Source: an optimization exercise on an open RTL-to-GDS flow (aim: small area and a short achievable clock period). Production flows keep margins and buffers that such runs may drop. Only simulation tests tie the RTL to the original design; equivalence was not proved. Power and IR drop assume default switching activity.

==> module aluCore, before the edit <==
module aluCore (
  input  wire logic [cpuPkg::dataWidth-1:0]   opA,
  input  wire logic [cpuPkg::dataWidth-1:0]   opB,
  input  wire logic [cpuPkg::selCount-1:0]    resSel,
  input  wire logic [cpuPkg::shamtWidth-1:0]  shamt,
  input  wire logic                           ovfAdd,
  input  wire logic                           ovfSub,
  output logic      [cpuPkg::dataWidth-1:0]   result,
  output logic                                overflow
);
  localparam int msb = cpuPkg::dataWidth - 1;
  localparam int w   = cpuPkg::dataWidth;
  logic [w-1:0] sum, diff;
  logic         lessThan;
  logic [w-1:0] shIn, shOut;
  assign sum = opA + opB;
  assign {lessThan, diff} = {1'b0, opA} - {1'b0, opB};   
  always_comb begin
    for (int i = 0; i < w; i++)
      shIn[i] = resSel[cpuPkg::selSrl] ? opB[w-1-i] : opB[i];
  end
  assign shOut = shIn << shamt;
  always_comb begin
    result = ({w{resSel[cpuPkg::selAdd]}} & sum)
           | ({w{resSel[cpuPkg::selSub]}} & diff)
           | ({w{resSel[cpuPkg::selAnd]}} & (opA & opB))
           | ({w{resSel[cpuPkg::selOr]}}  & (opA | opB))
           | ({w{resSel[cpuPkg::selNor]}} & ~(opA | opB))
           | ({w{resSel[cpuPkg::selSlt]}} & {{msb{1'b0}}, lessThan})
           | ({w{resSel[cpuPkg::selSll]}} & shOut);   
    for (int i = 0; i < w; i++)
      result[i] = result[i] | (resSel[cpuPkg::selSrl] & shOut[w-1-i]);
  end
  assign overflow = (ovfAdd & (opA[msb] == opB[msb]) & (sum[msb] != opA[msb]))
                  | (ovfSub & (opA[msb] != opB[msb]) & (diff[msb] != opA[msb]));
endmodule
Settings: LEC_CHECK=0, CAP_MARGIN=20, CORE_MARGIN=2, CORE_UTILIZATION=35, CTS_CLUSTER_DIAMETER=80, CTS_CLUSTER_SIZE=22, SETUP_SLACK_MARGIN=5, SLEW_MARGIN=20; clock period 8.5 ns.
standard.sh (not shown) runs the stock make flow with config.mk's settings and CLKGATE_MAP_FILE= SYNTH_SCRIPT=/design/flow/synth_recipe.tcl, a recipe that flattens the netlist after the stock synthesis.
==> flow/flow/run.sh <==
#!/bin/bash
# The standard layout (standard.sh, ORFS on the standard flow's config) with two changes:
# the port buffers are buf_4 cells rather than buffer_ports' default pick
# (a slow delay buffer that the timing repair, held to the same footprint,
# could not replace), and the timing repair may change a cell's footprint.
# make's output goes to make_finish.log here; ORFS keeps each step's log
# under orfs/logs.
set -euo pipefail
export BUFFER_PORTS_ARGS="-buffer_cell sky130_fd_sc_hd__buf_4"
bash standard.sh MATCH_CELL_FOOTPRINT=0 finish > make_finish.log 2>&1
The first run completed without violations.
Rerun with:
--- a/flow/design.v
+++ b/flow/design.v
@@ -48,33 +48,34 @@
   output logic      [cpuPkg::dataWidth-1:0]   result,
   output logic                                overflow
 );
   localparam int msb = cpuPkg::dataWidth - 1;
   localparam int w   = cpuPkg::dataWidth;
-  logic [w-1:0] sum, diff;
-  logic         lessThan;
+  logic         subtract;
+  logic [w-1:0] opBs, sum;
+  logic         carry, lessThan;
   logic [w-1:0] shIn, shOut;
-  assign sum = opA + opB;
-  assign {lessThan, diff} = {1'b0, opA} - {1'b0, opB};   
+  assign subtract = resSel[cpuPkg::selSub] | resSel[cpuPkg::selSlt];
+  assign opBs     = opB ^ {w{subtract}};
+  assign {carry, sum} = {1'b0, opA} + {1'b0, opBs} + (w+1)'(subtract);
+  assign lessThan = ~carry;   
   always_comb begin
     for (int i = 0; i < w; i++)
       shIn[i] = resSel[cpuPkg::selSrl] ? opB[w-1-i] : opB[i];
   end
   assign shOut = shIn << shamt;
   always_comb begin
-    result = ({w{resSel[cpuPkg::selAdd]}} & sum)
-           | ({w{resSel[cpuPkg::selSub]}} & diff)
+    result = ({w{resSel[cpuPkg::selAdd] | resSel[cpuPkg::selSub]}} & sum)
            | ({w{resSel[cpuPkg::selAnd]}} & (opA & opB))
            | ({w{resSel[cpuPkg::selOr]}}  & (opA | opB))
            | ({w{resSel[cpuPkg::selNor]}} & ~(opA | opB))
            | ({w{resSel[cpuPkg::selSlt]}} & {{msb{1'b0}}, lessThan})
            | ({w{resSel[cpuPkg::selSll]}} & shOut);   
     for (int i = 0; i < w; i++)
       result[i] = result[i] | (resSel[cpuPkg::selSrl] & shOut[w-1-i]);
   end
-  assign overflow = (ovfAdd & (opA[msb] == opB[msb]) & (sum[msb] != opA[msb]))
-                  | (ovfSub & (opA[msb] != opB[msb]) & (diff[msb] != opA[msb]));
+  assign overflow = (ovfAdd | ovfSub) & (opA[msb] == opBs[msb]) & (sum[msb] != opA[msb]);
 endmodule
 `default_nettype wire
 `timescale 1ns/10ps
 `default_nettype none
 module regFile (
Outcome:
- setup slack hardly moves
- die area is lower by about 0.64%
- global-route usage barely changes
- combinational power is lower by about 5%
- utilization is higher by 0.83 points
- wire length is lower by about 1.4%
- total power is lower by 0.82%
- fmax stays flat
- register-to-register slack hardly moves
- via count is higher by 0.31%
- non-clock buffer count is higher by 68
- cell area is higher by about 1%

==> port drivers added, routing unchanged <==
Ports are ideal in the flow. The routed layouts listed here were re-timed in OpenROAD. Step 1, drivers: a clkbuf_16 drives clk and a buf_2 each remaining input, both assumed. Step 2 adds t to the input delays and takes it off the output delays; t is the mean of the earliest and latest rising clock arrival at the registers after step 1. Input paths then give back, and output paths get back, about the clock's delay inside the block. Slacks: ideal ports / drivers / drivers and shift; pairs: ideal ports / drivers.
| run | t (ns) | setup WS [ns] | latest minus earliest clock arrival (ns) | worst slew at a driven data input, ns |
|---|---|---|---|---|
| the first run | 0.772 | 4.830 / 4.830 / 4.235 | 0.082 / 0.082 | 0.05 |
| the second run | 0.794 | 4.829 / 4.829 / 4.110 | 0.068 / 0.068 | 0.05 |
After both steps every run listed still meets setup and hold. For the second run, which loses most, drivers alone change the setup slack by 0.000 ns; drivers and shift together by -0.719 ns.
